From an optimization exercise on the open Yosys and OpenROAD flow, aimed at small area, a short achievable clock period and few clock cycles; shortcuts taken in it are not production practice. Function was checked by simulation only, so behaviour that the tests miss may differ from the original.

[flow/config.mk]
export PLATFORM = sky130hd
export DESIGN_NAME = fu_mul_pipe
export DESIGN_NICKNAME = fu_mul_pipe
export VERILOG_FILES = /design/flow/design.v
export SDC_FILE = /design/flow/constraint.sdc
export NUM_CORES = 4
export LEC_CHECK = 0
export CAP_MARGIN = 20
export CORE_MARGIN = 2
export CORE_UTILIZATION = 40
export SLEW_MARGIN = 20
[flow/constraint.sdc]
create_clock -name core_clock -period 9.0 [get_ports {clk}]
set_input_delay 1.8000 -clock core_clock [delete_from_list [all_inputs] [get_ports {clk}]]
set_output_delay 1.8000 -clock core_clock [all_outputs]
set_load 0.01 [all_outputs]
[flow/design.v]
package fu_mul_pkg;
  typedef enum logic [1:0] {MUL = 2'd0, MULH = 2'd1, MULHSU = 2'd2, MULHU = 2'd3} mul_op_e;
  function automatic logic op_a_signed(logic [1:0] op);
    op_a_signed = op == 2'd1 || op == 2'd2;
  endfunction
  function automatic logic op_b_signed(logic [1:0] op);
    op_b_signed = op == 2'd1;
  endfunction
  function automatic logic op_hi(logic [1:0] op);
    op_hi = op != 2'd0;
  endfunction
endpackage
module mul_core #(
  parameter int W      = 33,
  parameter int STAGES = 6
) (
  input  logic           clk,
  input  logic           rst,
  input  logic           en_i,
  input  logic [W-1:0]   a_i,
  input  logic [W-1:0]   b_i,
  output logic [2*W-1:0] p_o
);
  logic [2*W-1:0] p_q [STAGES];
  always_ff @(posedge clk or posedge rst)
    if (rst) for (int i = 0; i < STAGES; i++) p_q[i] <= '0;
    else if (en_i) begin
      p_q[0] <= {{W{a_i[W-1]}}, a_i} * {{W{b_i[W-1]}}, b_i};
      for (int i = 1; i < STAGES; i++) p_q[i] <= p_q[i-1];
    end
  assign p_o = p_q[STAGES-1];
endmodule
module fu_mul_pipe #(
  parameter int XLEN    = 32,
  parameter int LATENCY = 7,
  parameter int TAG_W   = 4
) (
  input  logic             clk,
  input  logic             rst,
  input  logic             flush,
  input  logic             in_valid,
  output logic             in_ready,
  input  logic [1:0]       op,
  input  logic [XLEN-1:0]  a,
  input  logic [XLEN-1:0]  b,
  input  logic [TAG_W-1:0] tag,
  output logic             out_valid,
  input  logic             out_ready,
  output logic [XLEN-1:0]  res,
  output logic [TAG_W-1:0] out_tag,
  output logic             busy
);
  localparam int W = XLEN + 1;
  logic               stall, en, load, unused;
  logic [LATENCY-1:0] v_q, v_d, hi_q;
  logic [TAG_W-1:0]   tag_q [LATENCY];
  logic [W-1:0]       a_q, b_q;
  logic [2*W-1:0]     prod;
  logic               out_valid_q, out_valid_d;
  logic [XLEN-1:0]    res_q, res_d;
  logic [TAG_W-1:0]   out_tag_q;
  assign stall    = out_valid_q & ~out_ready;
  assign en       = ~stall;
  assign in_ready = ~stall & ~flush;
  assign load     = en & ~flush & v_q[LATENCY-1];
  always_comb begin
    v_d         = flush ? '0 : en ? {v_q[LATENCY-2:0], in_valid & in_ready} : v_q;
    out_valid_d = flush ? 1'b0 : en ? v_q[LATENCY-1] : out_valid_q;
    res_d       = hi_q[LATENCY-1] ? prod[2*XLEN-1:XLEN] : prod[XLEN-1:0];
  end
  always_ff @(posedge clk or posedge rst)
    if (rst) begin
      v_q         <= '0;
      hi_q        <= '0;
      for (int i = 0; i < LATENCY; i++) tag_q[i] <= '0;
      a_q         <= '0;
      b_q         <= '0;
      out_valid_q <= 1'b0;
      res_q       <= '0;
      out_tag_q   <= '0;
    end else begin
      v_q         <= v_d;
      out_valid_q <= out_valid_d;
      if (en) begin
        hi_q     <= {hi_q[LATENCY-2:0], fu_mul_pkg::op_hi(op)};
        tag_q[0] <= tag;
        for (int i = 1; i < LATENCY; i++) tag_q[i] <= tag_q[i-1];
        a_q      <= {fu_mul_pkg::op_a_signed(op) & a[XLEN-1], a};
        b_q      <= {fu_mul_pkg::op_b_signed(op) & b[XLEN-1], b};
      end
      if (load) begin
        res_q     <= res_d;
        out_tag_q <= tag_q[LATENCY-1];
      end
    end
  mul_core #(.W(W), .STAGES(LATENCY-1)) u_core (
    .clk  (clk),
    .rst  (rst),
    .en_i (en),
    .a_i  (a_q),
    .b_i  (b_q),
    .p_o  (prod)
  );
  assign unused    = ^prod[2*W-1:2*XLEN];
  assign out_valid = out_valid_q;
  assign res       = res_q;
  assign out_tag   = out_tag_q;
  assign busy      = |v_q | out_valid_q;
endmodule
[flow/run.sh]
#!/bin/bash
# synth_recipe.tcl (not shown) runs the flow's synth.tcl, then flattens the netlist and writes it again
# the make line also repeats each setting of config.mk as NAME=value (left out here)
make -C /OpenROAD-flow-scripts/flow DESIGN_CONFIG=/design/flow/config.mk WORK_HOME=/design/flow/orfs CLKGATE_MAP_FILE= SYNTH_SCRIPT=/design/flow/synth_recipe.tcl finish
==> results.txt <==
## sequential cells by signal, summed over array words and instances, names as in the netlist
register and count:
a_q 33, b_q 33, hi_q 7, out_tag_q 4, out_valid_q 1, res_q 32
tag_q 28, u_core.p_q 384, v_q 7
## layout by cell type, fill, tap and decap left out, types with 13 or more instances in the layout
master,synthesis,layout
buf_4,0,106
nor2b_1,27,26
o21ai_1,13,13
a21o_1,31,31
xnor2_1,52,52
and2_1,548,547
fa_1,1125,1125
o21bai_1,13,13
mux2i_1,33,33
ha_1,214,214
dfrtp_1,529,524
a21oi_1,131,131
clkdlybuf4s50_1,0,113
clkbuf_8,0,18
nand2_1,1857,1857
xor2_1,24,24
inv_1,1100,1099
o21ai_0,30,30
clkbuf_16,0,66
nor2_1,102,102
nand3_1,14,14
## stage by stage
step           utilization [%]  hold slack, ns  setup slack, ns  instance area [um2]
2_1_floorplan                -           0.433          0.00989                58000
3_3_place_gp              42.5           0.448            0.769                61200
3_5_place_dp              42.5           0.454            0.746                61200
4_1_cts                   44.1           0.440            0.656                63400
5_1_grt                   44.1           0.464            0.246                63400
6_report                  44.1           0.451            0.595                63400
## cells by family after synthesis
kind of cell / count (synthesis) / synth area share, %
buf+inv: 1442 / 9.35
simple gates: 2597 / 19.6
mux: 37 / 0.647
fa+ha+maj: 1339 / 43.5
xor+xnor: 76 / 1.15
flops: 529 / 22.8
compound gates: 277 / 3.01
## worst paths after layout
check | from | end | slack [ns] | cells after the start
setup / recovery | b_q[11] | u_core.p_q[0][62] | 0.59 | 25
hold / removal | u_core.p_q[3][51] | u_core.p_q[4][51] | 0.45 | 2
setup reg to reg | b_q[11] | u_core.p_q[0][62] | 0.59 | 25
hold reg to reg | u_core.p_q[3][51] | u_core.p_q[4][51] | 0.45 | 2
max in group asynchronous | rst | a_q[11] | 5.62 | 4
min in group asynchronous | rst | tag_q[2][1] | 1.45 | 2
## worst max-delay path: stages (launching register included)
cell and delay [ns]:
dfrtp_1 1.08, nand2_1 0.15, fa_1 0.54, inv_1 0.06, fa_1 0.53, inv_1 0.06, fa_1 0.54, inv_1 0.06
fa_1 0.48, fa_1 0.61, fa_1 0.46, fa_1 0.50, inv_1 0.05, fa_1 0.49, inv_1 0.05, ha_1 0.33
a21o_1 0.20, a21o_1 0.18, a21oi_1 0.42, nand4_1 0.18, a21oi_2 0.33, o21a_1 0.24, nor2_1 0.09, a311o_1 0.33
xnor2_1 0.15, o21ai_1 0.07
## layout make-up
type	count	area, um2
Clock buffer	92	1930
Sequential cell	529	13200
Tap cell	1903	2380
Timing Repair Buffer	227	2090
Fill cell	13900	80400
Antenna cell	1	2.50
Inverter	1100	4130
Multi-Input combinational cell	4326	39300
Clock inverter	28	324
## per-layer routing
metal	routed length [um]	vias to the layer above
li1	-	18200
met1	68600	20600
met4	2660	0
met5	0	-
met2	65600	1076
met3	8600	159
==> results.json <==
{
  "run_status": "no timing/DRC/antenna violations",
  "start_util_pct": 40.3,
  "syn_area_um2": 58000,
  "die_h_um": 385,
  "finalSetupViolCount": 0,
  "crit_type": "reg2reg",
  "cts_tree": "done",
  "ys_types": 64,
  "yosysSeqAreaShare_pct": 22.8,
  "cts_inserted_buffers": 66,
  "finalNonFillerCells": 8206,
  "ys_ff_latch": 529,
  "via_per_inst": 4.88,
  "crit_required_ns": 9.52,
  "syn-instance-count": 6297,
  "drive_above_1_share_pct": 4.09,
  "crit_path_end_kind": "flop",
  "drv_cap": 0,
  "drc": 0,
  "setup_tns_ns": 0,
  "cts_max_level": 3,
  "max_freq_ghz": 0.119,
  "synth_common_cells": "nand2_1, fa_1, inv_1, and2_1, dfrtp_1",
  "dp_cells": 8085,
  "path_max_fanout": 25,
  "drt-wirelength-per-cell_um": 17.7,
  "grt_max_degree": 224,
  "grt_pass1_wl_um": 240000,
  "yosysTopAreaCellShare_pct": 38.8,
  "final.min_clock_period_ns": 8.41,
  "rsz0062_at_grt": "no",
  "grt_pass1_vias": 43200,
  "vias": 40000,
  "cts_num_sinks": 529,
  "antenna_found_initial": 1,
  "dr.pass1.iters": 5,
  "gp_congestion": 0.888,
  "die_width_um": 385,
  "syn_to_final_growth_pct": 9.41,
  "yosysMostFrequentCell": "nand2_1",
  "dieArea_um2": 148000,
  "max_slew_margin_pct": 15.4,
  "nets": 7664,
  "skew_ns": 0.0593,
  "yosysWarningCount": 4,
  "synth-edff-count": 0,
  "post-route-period-util_pct": 93.4,
  "ant_nets": 0,
  "grt-busiest-layer": "met2",
  "synth_top_flop_cell": "dfrtp_1",
  "grt_overflow": 0,
  "worst_pin_slew_ns": 1.27,
  "routed_wirelength_um": 145000,
  "drt-initial-drc-count": 2568,
  "synth.avg_cell_area_um2": 9.21,
  "cts_buffer_depth": 3,
  "cts_setup_buffers": 0,
  "met3_usage_pct": 3.15,
  "startpoint_type": "flop",
  "synth_top_cell_by_area": "fa_1",
  "numPortBuffers": 113,
  "dp_hpwl_um": 114000,
  "grtUsageMet2_pct": 31.8,
  "core_area_um2": 144000,
  "row_count": 139,
  "clk_pin_slew_ns": 0.08,
  "cts_hold_buf": 0,
  "hold_viol": 0,
  "gr-usage-all-layers_pct": 20.5,
  "syn_nets": 7711,
  "hp-class": "reg2reg",
  "cts_root_buffer": "clkbuf_16",
  "slew_violations": 0,
  "pin_count": 114,
  "cp.arrival_ns": 8.92,
  "ctsResizeCount": 0,
  "ys_top_cells_by_area": "fa_1, dfrtp_1, nand2_1",
  "clk-insertion-delay-late_ns": 0.68,
  "synthArstFlopShare_pct": 100,
  "grt_use_met1_pct": 30.5
}
Testbench counts, summed over its fixed seeds: cycles 18,241.

## re-timing with driven ports
Ports are ideal in the flow. The routed layout listed here was re-timed in OpenROAD.
Step 1 sets driving cells, clkbuf_16 on the clock port and buf_2 on the other inputs (assumed; they add their load-dependent delay and slew).
Step 2 times the ports against the registers' clock, not the clock port: input delays grow and output delays shrink by t, the midpoint of the rising clock arrivals with the driver on.
Slacks: no drivers / after step 1 / after step 2; pairs: no drivers / after step 1.
shift t [ns]: 0.727
slack for setup (ns): 0.595 / 0.595 / 0.595
clock arrival spread, ns: 0.062 / 0.062
After both steps setup and hold are still met in this run. The setup slack of this run moves by 0.000 ns with the drivers and by 0.000 ns with both steps.
